Context: an optimization exercise on an open-source flow, tuned for small area, a short achievable clock period and few clock cycles per item. The choices shown serve that exercise and are no tape-out recipe.
Only simulation tests tie the RTL to the original design; equivalence was not proved.
Power figures rest on the tool's default switching activity, not on a simulated workload.

`flow/config.mk`:
```
export PLATFORM = sky130hd
export DESIGN_NAME = yuv_to_rgb_top
export DESIGN_NICKNAME = yuv_to_rgb_top
export VERILOG_FILES = /design/flow/design.v
export SDC_FILE = /design/flow/constraint.sdc
export NUM_CORES = 4
export LEC_CHECK = 0
export CAP_MARGIN = 20
export CORE_MARGIN = 2
export CORE_UTILIZATION = 40
export SLEW_MARGIN = 20
```
`flow/constraint.sdc`:
```
create_clock -name core_clock -period 9.0 [get_ports {Clock}]
set_input_delay 1.8000 -clock core_clock [delete_from_list [all_inputs] [get_ports {Clock}]]
set_output_delay 1.8000 -clock core_clock [all_outputs]
set_load 0.01 [all_outputs]
```
`flow/design.v`:
```
package csc_pkg;
	typedef logic [7:0] pixel_t;
	typedef logic signed [15:0] chroma_t;
	typedef logic signed [31:0] product_t;
	typedef logic [15:0] word_t;
	typedef enum logic [1:0] {
		LINE_FILL,
		LINE_RUN,
		LINE_FLUSH
	} upsample_state_e;
	typedef enum logic [1:0] {
		WORD_RG,
		WORD_BR,
		WORD_GB
	} pack_phase_e;
endpackage
`timescale 1ns/1ns
module chroma_upsampler (
	input logic Clock,
	input logic resetn,
	input logic in_valid,
	input csc_pkg::pixel_t in_y_even,
	input csc_pkg::pixel_t in_y_odd,
	input csc_pkg::pixel_t in_u,
	input csc_pkg::pixel_t in_v,
	output logic in_ready,
	input logic pair_credit,
	output logic pair_valid,
	output logic [1:0][7:0] lane_y,
	output logic [1:0][15:0] lane_u,
	output logic [1:0][15:0] lane_v
);
	localparam int CNT_W = $clog2(4);
	localparam int CR_W = $clog2(4 + 1);
	localparam logic [CNT_W-1:0] LINE_LAST = CNT_W'(4 - 1);
	csc_pkg::upsample_state_e state;
	csc_pkg::upsample_state_e state_n;
	logic [CNT_W-1:0] in_cnt;
	logic [CNT_W-1:0] in_cnt_n;
	logic [1:0] flush_cnt;
	logic [1:0] flush_cnt_n;
	logic [CR_W-1:0] credit_cnt;
	logic [CR_W-1:0] credit_cnt_n;
	logic win_full;
	logic win_full_n;
	logic issue;
	logic can_shift;
	logic accept;
	logic flush_step;
	csc_pkg::pixel_t u_win [6];
	csc_pkg::pixel_t v_win [6];
	csc_pkg::pixel_t ye_win [4];
	csc_pkg::pixel_t yo_win [4];
	csc_pkg::chroma_t u_filt;
	csc_pkg::chroma_t v_filt;
	function automatic logic signed [15:0] fir6(input logic [7:0] c0, c1, c2, c3, c4, c5);
		logic signed [31:0] acc;
		acc = 21 * ($signed({24'd0, c0}) + $signed({24'd0, c5}))
			+ (-52) * ($signed({24'd0, c1}) + $signed({24'd0, c4}))
			+ 159 * ($signed({24'd0, c2}) + $signed({24'd0, c3}))
			+ 32'sd128;
		fir6 = acc[23:8];
	endfunction
	assign u_filt = fir6(u_win[0], u_win[1], u_win[2], u_win[3], u_win[4], u_win[5]);
	assign v_filt = fir6(v_win[0], v_win[1], v_win[2], v_win[3], v_win[4], v_win[5]);
	always_comb begin
		issue = win_full && (credit_cnt != '0);
		can_shift = !win_full || issue;
		accept = in_valid && in_ready;
		flush_step = (state == csc_pkg::LINE_FLUSH) && can_shift;
		state_n = state;
		in_cnt_n = in_cnt;
		flush_cnt_n = flush_cnt;
		win_full_n = win_full && !issue;
		credit_cnt_n = credit_cnt - CR_W'(issue) + CR_W'(pair_credit);
		case (state)
			csc_pkg::LINE_FILL: begin
				if (accept) begin
					in_cnt_n = in_cnt + 1'b1;
					if (in_cnt == LINE_LAST) begin
						state_n = csc_pkg::LINE_FLUSH;
						in_cnt_n = '0;
					end else if (in_cnt == CNT_W'(2)) begin
						state_n = csc_pkg::LINE_RUN;
					end
				end
			end
			csc_pkg::LINE_RUN: begin
				if (accept) begin
					win_full_n = 1'b1;
					in_cnt_n = in_cnt + 1'b1;
					if (in_cnt == LINE_LAST) begin
						state_n = csc_pkg::LINE_FLUSH;
						in_cnt_n = '0;
					end
				end
			end
			csc_pkg::LINE_FLUSH: begin
				if (flush_step) begin
					win_full_n = 1'b1;
					flush_cnt_n = flush_cnt + 1'b1;
					if (flush_cnt == 2'd2) begin
						state_n = csc_pkg::LINE_FILL;
						flush_cnt_n = '0;
					end
				end
			end
			default: begin
				state_n = csc_pkg::LINE_FILL;
			end
		endcase
	end
	always_ff @(posedge Clock or negedge resetn) begin
		if (!resetn) begin
			state <= csc_pkg::LINE_FILL;
			in_cnt <= '0;
			flush_cnt <= '0;
			win_full <= 1'b0;
			credit_cnt <= CR_W'(4);
			in_ready <= 1'b0;
			pair_valid <= 1'b0;
		end else begin
			state <= state_n;
			in_cnt <= in_cnt_n;
			flush_cnt <= flush_cnt_n;
			win_full <= win_full_n;
			credit_cnt <= credit_cnt_n;
			in_ready <= (state_n != csc_pkg::LINE_FLUSH) && (!win_full_n || credit_cnt_n != '0);
			pair_valid <= issue;
		end
	end
	always_ff @(posedge Clock) begin
		if (accept && state == csc_pkg::LINE_FILL && in_cnt == '0) begin
			for (int i = 0; i < 6; i++) begin
				u_win[i] <= in_u;
				v_win[i] <= in_v;
			end
			for (int i = 0; i < 4; i++) begin
				ye_win[i] <= in_y_even;
				yo_win[i] <= in_y_odd;
			end
		end else if (accept || flush_step) begin
			for (int i = 0; i < 5; i++) begin
				u_win[i] <= u_win[i+1];
				v_win[i] <= v_win[i+1];
			end
			for (int i = 0; i < 3; i++) begin
				ye_win[i] <= ye_win[i+1];
				yo_win[i] <= yo_win[i+1];
			end
			if (accept) begin
				u_win[5] <= in_u;
				v_win[5] <= in_v;
				ye_win[3] <= in_y_even;
				yo_win[3] <= in_y_odd;
			end
		end
		if (issue) begin
			lane_y[0] <= ye_win[0];
			lane_y[1] <= yo_win[0];
			lane_u[0] <= {8'd0, u_win[2]};
			lane_v[0] <= {8'd0, v_win[2]};
			lane_u[1] <= u_filt;
			lane_v[1] <= v_filt;
		end
	end
endmodule
`timescale 1ns/1ns
module csc_lane (
	input logic Clock,
	input logic resetn,
	input logic pair_valid,
	input csc_pkg::pixel_t y,
	input csc_pkg::chroma_t u,
	input csc_pkg::chroma_t v,
	output logic rgb_valid,
	output csc_pkg::pixel_t r,
	output csc_pkg::pixel_t g,
	output csc_pkg::pixel_t b
);
	csc_pkg::product_t y_off;
	csc_pkg::product_t u_off;
	csc_pkg::product_t v_off;
	csc_pkg::product_t p_y;
	csc_pkg::product_t p_rv;
	csc_pkg::product_t p_gu;
	csc_pkg::product_t p_gv;
	csc_pkg::product_t p_bu;
	csc_pkg::product_t r_sum;
	csc_pkg::product_t g_sum;
	csc_pkg::product_t b_sum;
	logic s1_valid;
	logic s2_valid;
	function automatic logic [7:0] clip(input logic signed [31:0] x);
		if (x[31])
			clip = 8'd0;
		else if (|x[30:24])
			clip = 8'd255;
		else
			clip = x[23:16];
	endfunction
	assign y_off = $signed({24'd0, y}) - 16;
	assign u_off = $signed(u) - 128;
	assign v_off = $signed(v) - 128;
	always_ff @(posedge Clock or negedge resetn) begin
		if (!resetn) begin
			s1_valid <= 1'b0;
			s2_valid <= 1'b0;
			rgb_valid <= 1'b0;
		end else begin
			s1_valid <= pair_valid;
			s2_valid <= s1_valid;
			rgb_valid <= s2_valid;
		end
	end
	always_ff @(posedge Clock) begin
		p_y <= y_off * 76284;
		p_rv <= v_off * 104595;
		p_gu <= u_off * (-25624);
		p_gv <= v_off * (-53281);
		p_bu <= u_off * 132251;
		r_sum <= p_y + p_rv;
		g_sum <= p_y + p_gu + p_gv;
		b_sum <= p_y + p_bu;
		r <= clip(r_sum);
		g <= clip(g_sum);
		b <= clip(b_sum);
	end
endmodule
`timescale 1ns/1ns
module pixel_packer (
	input logic Clock,
	input logic resetn,
	input logic rgb_valid,
	input logic [1:0][7:0] r,
	input logic [1:0][7:0] g,
	input logic [1:0][7:0] b,
	output logic pair_credit,
	output logic out_valid,
	output csc_pkg::word_t out_data,
	input logic out_credit
);
	localparam int DEPTH = 4;
	localparam int PTR_W = $clog2(DEPTH);
	localparam int CNT_W = $clog2(DEPTH + 1);
	localparam int CR_W = $clog2(4 + 1);
	logic [47:0] fifo_mem [DEPTH];
	logic [47:0] head;
	logic [PTR_W-1:0] wr_ptr;
	logic [PTR_W-1:0] rd_ptr;
	logic [CNT_W-1:0] fifo_cnt;
	logic [CR_W-1:0] credit_cnt;
	csc_pkg::pack_phase_e phase;
	csc_pkg::word_t word;
	logic send;
	logic pop;
	function automatic logic [PTR_W-1:0] ptr_inc(input logic [PTR_W-1:0] p);
		ptr_inc = (p == DEPTH - 1) ? '0 : p + 1'b1;
	endfunction
	assign head = fifo_mem[rd_ptr];
	assign send = (fifo_cnt != '0) && (credit_cnt > CR_W'(out_valid));
	assign pop = send && (phase == csc_pkg::WORD_GB);
	always_comb begin
		case (phase)
			csc_pkg::WORD_RG: word = head[47:32];
			csc_pkg::WORD_BR: word = head[31:16];
			default: word = head[15:0];
		endcase
	end
	always_ff @(posedge Clock or negedge resetn) begin
		if (!resetn) begin
			wr_ptr <= '0;
			rd_ptr <= '0;
			fifo_cnt <= '0;
			credit_cnt <= CR_W'(4);
			phase <= csc_pkg::WORD_RG;
			out_valid <= 1'b0;
			pair_credit <= 1'b0;
		end else begin
			if (rgb_valid)
				wr_ptr <= ptr_inc(wr_ptr);
			if (pop)
				rd_ptr <= ptr_inc(rd_ptr);
			fifo_cnt <= fifo_cnt + CNT_W'(rgb_valid) - CNT_W'(pop);
			credit_cnt <= credit_cnt - CR_W'(out_valid) + CR_W'(out_credit);
			if (send) begin
				case (phase)
					csc_pkg::WORD_RG: phase <= csc_pkg::WORD_BR;
					csc_pkg::WORD_BR: phase <= csc_pkg::WORD_GB;
					default: phase <= csc_pkg::WORD_RG;
				endcase
			end
			out_valid <= send;
			pair_credit <= pop;
		end
	end
	always_ff @(posedge Clock) begin
		if (rgb_valid)
			fifo_mem[wr_ptr] <= {r[0], g[0], b[0], r[1], g[1], b[1]};
		if (send)
			out_data <= word;
	end
endmodule
`timescale 1ns/1ns
module yuv_to_rgb_top (
	input logic Clock,
	input logic resetn,
	input logic in_valid,
	input csc_pkg::pixel_t in_y_even,
	input csc_pkg::pixel_t in_y_odd,
	input csc_pkg::pixel_t in_u,
	input csc_pkg::pixel_t in_v,
	output logic in_ready,
	output logic out_valid,
	output csc_pkg::word_t out_data,
	input logic out_credit
);
	logic pair_valid;
	logic pair_credit;
	logic [2-1:0] lane_rgb_valid;
	logic [2-1:0][7:0] lane_y;
	logic [2-1:0][15:0] lane_u;
	logic [2-1:0][15:0] lane_v;
	logic [2-1:0][7:0] lane_r;
	logic [2-1:0][7:0] lane_g;
	logic [2-1:0][7:0] lane_b;
	chroma_upsampler u_upsampler (
		.Clock(Clock),
		.resetn(resetn),
		.in_valid(in_valid),
		.in_y_even(in_y_even),
		.in_y_odd(in_y_odd),
		.in_u(in_u),
		.in_v(in_v),
		.in_ready(in_ready),
		.pair_credit(pair_credit),
		.pair_valid(pair_valid),
		.lane_y(lane_y),
		.lane_u(lane_u),
		.lane_v(lane_v)
	);
	genvar i;
	generate
		for (i = 0; i < 2; i++) begin : g_lane
			csc_lane u_lane (
				.Clock(Clock),
				.resetn(resetn),
				.pair_valid(pair_valid),
				.y(lane_y[i]),
				.u(lane_u[i]),
				.v(lane_v[i]),
				.rgb_valid(lane_rgb_valid[i]),
				.r(lane_r[i]),
				.g(lane_g[i]),
				.b(lane_b[i])
			);
		end
	endgenerate
	pixel_packer u_packer (
		.Clock(Clock),
		.resetn(resetn),
		.rgb_valid(lane_rgb_valid[0]),
		.r(lane_r),
		.g(lane_g),
		.b(lane_b),
		.pair_credit(pair_credit),
		.out_valid(out_valid),
		.out_data(out_data),
		.out_credit(out_credit)
	);
endmodule
```
`flow/run.sh`:
```
#!/bin/bash
# synth_recipe.tcl (not shown) runs the flow's synth.tcl, then flattens the netlist and writes it again
# the make line also repeats each setting of config.mk as NAME=value (left out here)
make -C /OpenROAD-flow-scripts/flow DESIGN_CONFIG=/design/flow/config.mk WORK_HOME=/design/flow/orfs CLKGATE_MAP_FILE= SYNTH_SCRIPT=/design/flow/synth_recipe.tcl finish
```
==> results.txt <==
[path summary, 6_finish.rpt]
check                      depth (start not counted)                      start                          to
hold reg to reg                                    0  g_lane[0].u_lane.s2_valid  g_lane[0].u_lane.rgb_valid
setup reg to reg                                  27    u_upsampler.u_win[4][1]      u_upsampler.lane_u[27]
setup / recovery                                  27    u_upsampler.u_win[4][1]      u_upsampler.lane_u[27]
max in group asynchronous                          2                     resetn          u_packer.rd_ptr[0]
hold / removal                                     0  g_lane[0].u_lane.s2_valid  g_lane[0].u_lane.rgb_valid
min in group asynchronous                          2                     resetn           u_packer.phase[0]
[layout by cell type (no fill, tap or decap), types with 10 or more instances in the layout]
cell and n:
a21oi_1 318, nor4_1 10, o21ai_0 157, nor2b_1 40, clkbuf_1 26, a211o_1 16
bufinv_16 11, nand2b_1 32, a211oi_1 29, mux2i_1 16, mux4_2 48, nor2_1 265
fa_1 799, a41oi_1 10, buf_4 42, dfxtp_1 442, clkdlybuf4s50_1 52, ha_1 1389
inv_1 1416, nand3_1 63, and2_1 18, o211ai_1 16, o21bai_1 57, dfrtp_1 24
nand2_1 427, and3_1 27, xnor2_1 297, xor2_1 104, a31oi_1 28, edfxtp_1 432
or2_2 22, a21o_1 120, a21boi_0 12, clkbuf_16 104, nor3_1 100, o21a_1 62
o2111ai_1 11, nand4_1 29, or3_1 17
[sequential cells by signal, summed over array words and instances, names as in the netlist, 24 cells and up]
| signal | flops |
|---|---|
| u_upsampler.lane_v | 24 |
| g_lane.u_lane.p_gv | 60 |
| u_upsampler.yo_win | 32 |
| u_upsampler.ye_win | 32 |
| u_upsampler.v_win | 48 |
| g_lane.u_lane.g_sum | 32 |
| u_upsampler.lane_u | 24 |
| u_packer.fifo_mem | 192 |
| g_lane.u_lane.p_bu | 62 |
| g_lane.u_lane.p_y | 60 |
| g_lane.u_lane.p_gu | 56 |
| g_lane.u_lane.r_sum | 32 |
| u_upsampler.u_win | 48 |
| g_lane.u_lane.b_sum | 32 |
| g_lane.u_lane.p_rv | 60 |
[stage by stage]
stage	instances	power, mW
floorplan	7071	4.47
detailed placement	9637	4.52
finish	9834	8.82
CTS	9831	8.94
global route	9832	9.11
global placement	9637	4.52
[per-layer routing]
| metal | track usage | share of wire |
|---|---|---|
| met5 | 0 | 0.000073 |
| met4 | 0.0556 | 0.030 |
| met3 | 0.0280 | 0.046 |
| met2 | 0.293 | 0.44 |
| met1 | 0.261 | 0.48 |
[synth_stat cells, types with 23 or more instances]
master    instances  area share
xor2_1          104       0.012
ha_1           1389        0.22
a21o_1          120       0.012
nor2_1          265       0.013
o21bai_1         57      0.0055
nand2_1         427       0.021
nand4_1          29      0.0023
nand3_1          64      0.0041
o21a_1           62      0.0060
a21oi_1         318       0.021
nand2b_1         33      0.0027
dfrtp_1          27      0.0087
clkbuf_1         42      0.0020
xnor2_1         297       0.034
nor3_1          100      0.0065
mux4_2           48       0.014
inv_1          1416       0.069
edfxtp_1        432        0.17
o21ai_0         157       0.010
a31oi_1          28      0.0023
a211oi_1         29      0.0028
fa_1            799        0.21
dfxtp_1         442        0.11
nor2b_1          41      0.0033
and3_1           28      0.0023
and2_1           23      0.0019
[area by class of cell]
cell class | instances | area [um2]
fillers | 18000 | 108000
multi-input cells | 4697 | 49400
flip-flops and latches | 903 | 22600
inverters | 1416 | 5320
well taps | 2526 | 3160
clock buffers | 138 | 2810
repair buffers | 96 | 861
clock inverters | 56 | 783
diodes | 2 | 5.00
[power by group]
part	total (mW)	switching, mW	internal (mW)
Sequential	4.35	0.0269	4.32
Combinational	0.0893	0.0475	0.0418
Clock	4.38	1.83	2.55
Total	8.82	1.91	6.91
[cell families (layout without fill, tap and decap cells)]
| kind of cell | Yosys count | count (layout) |
|---|---|---|
| DFF | 903 | 903 |
| other | 1 | 5 |
| buffers and inverters | 1471 | 1706 |
| muxes | 69 | 69 |
| xor gates and xnor gates | 401 | 401 |
| and+or+nand+nor | 1098 | 1098 |
| AOI/OAI and AO/OA | 938 | 938 |
| adders and majority gates | 2188 | 2188 |
==> metrics.md <==
| Metric | Value |
|---|---|
| Outcome | `finished clean` |
| Clock latency on the worst-skew pair | `0.77 ns` |
| Clock Path Buffers | `3` |
| Area Overhead vs Synth | `9.70%` |
| Final setup margin | `0.776 ns` |
| Crit path time final | `8.22 ns` |
| Post-route cell area | `84800 um2` |
| Final Net Count | `9440` |
| HP Class | `reg2reg` |
| Largest family of logic cells by synthesized area | `adder cells` |
| Cell variety after synth | `89` |
| Worst-path clk slew | `0.06 ns` |
| Maximum number of pins on one net before global-route repair | `68` |
| Die W | `444 um` |
| GP Congestion | `0.919` |
| # clock sinks | `903` |
| Post-CTS sizing | `0` |
| DRC Markers | `0` |
| Initial Util | `0.402` |
| First-pass GRT wire length | `285 mm` |
| Core area | `192000 um2` |
| Final ANT Viol Nets | `0` |
| Post-CTS setup buffer count | `0` |
| Crit path launch type | `flip-flop` |
| Setup Total Neg Slack | `0 ns` |
| Async SR Flop Fraction | `0.0321` |
| # IOs | `54` |
| Kind of cell adding the most delay to the critical path | `adder cells` |
| Avg Cell Area, Syn | `10.9 um2` |
| Vias/cell | `4.94` |
| Setup CP Type | `reg2reg` |
| Die Area | `197000 um2` |
| Vias in the first global route | `51400` |
| Total grt overflow | `0` |
| # Max-Cap Violations | `0` |
| Post-Synth XOR/XNOR Area | `0.0454` |
| I/O Buffers | `53` |
| Power Dens Cells | `104 nW/um2` |
| Final period utilization | `0.914` |
| Final hold violations | `0` |
| Post-DP Area | `81200 um2` |
| DPL Wire Length | `147 mm` |
| Die height | `444 um` |
| Final setup vio count | `0` |
| EDFF count, synth | `432` |
| Crit path DAT | `8.68 ns` |
| Worst path most repeated cell | `fa_1` |
| Adder-Cell Fraction of Synth Area | `0.432` |
| Flops & latches, synth | `903` |
| Register area share after synthesis | `0.292` |
| 1st-pass router iterations | `5` |
| Post-synthesis simple-gate area fraction | `0.0647` |
| Utilization after layout | `0.441` |
| Vias | `48600` |
| Slew Viols, Final | `0` |
| Pleak | `41.3 nW` |
| Worst hold slack | `0.351 ns` |
| Drt wl/cell | `18.1 um` |
| Post-Route WL | `178 mm` |
| R2R Setup Slk | `0.78 ns` |
| Initial antenna violation count | `5` |
| # H-tree levels | `3` |
| Buf+Inv Stages, Crit Path | `1` |
| CTS tree | `yes` |
| Highest fanout seen on the critical path | `4` |
| Share of cells above drive strength 1 | `0.0464` |
| GRT Total Usage | `0.185` |
| Slowest CP cell | `fa_1` |
| Hold Buf Count CTS | `0` |
| Most used DFF post-synth | `dfxtp_1` |
| Measured slew at the worst slew-check pin | `0.984 ns` |
| Critical Path RT | `9.46 ns` |
| Mux cell area share after synthesis | `0.0168` |
| Initial DRC count | `2597` |
| CP Capture Type | `flip-flop` |
| Total CTS buffers | `102` |
| Pre-CTS setup slack | `0.774 ns` |
| Cell area after synthesis | `77300 um2` |
| Compound-Gate Fraction of Synth Area | `0.0786` |
| Critical Path Max Stage Delay | `0.57 ns` |
| Fmax | `0.122 GHz` |
| Worst slew margin | `0.335` |
| Yosys warns | `7` |
| Post-Synthesis Cells | `7069` |
| Core Rows | `161` |
| Clk_skew | `0.0856 ns` |
| Worst VDD drop | `0.180 mV` |
| Root buf cell | `clkbuf_16` |
| RSZ-0062 raised after global routing | `no` |
Testbench counts, summed over its fixed seeds: cycles 4,696, pairs 1,536.

what the ideal ports hide:
No port has a modelled driver above. Below, the same layout with a new extraction and two added sets of constraints. Step 1: set_driving_cell puts a clkbuf_16 on Clock and a buf_2 on each other input, an assumption about the parent block. Step 2 adds t to the input delays and takes it off the output delays; t is the mean of the earliest and latest rising clock arrival at the registers after step 1. Input paths then give back, and output paths get back, about the clock's delay inside the block. Three values: ideal, step 1, step 2; two values: the first two.
shift t [ns]: 0.813
slack for setup (ns): 0.776 / 0.776 / 0.776
worst setup path after step 2: register to register
clock arrival spread, ns: 0.092 / 0.092
pins driven straight from the clock port: 1
After both steps this run still meets setup and hold. The setup slack of this run moves by 0.000 ns with the drivers and by 0.000 ns with both steps.
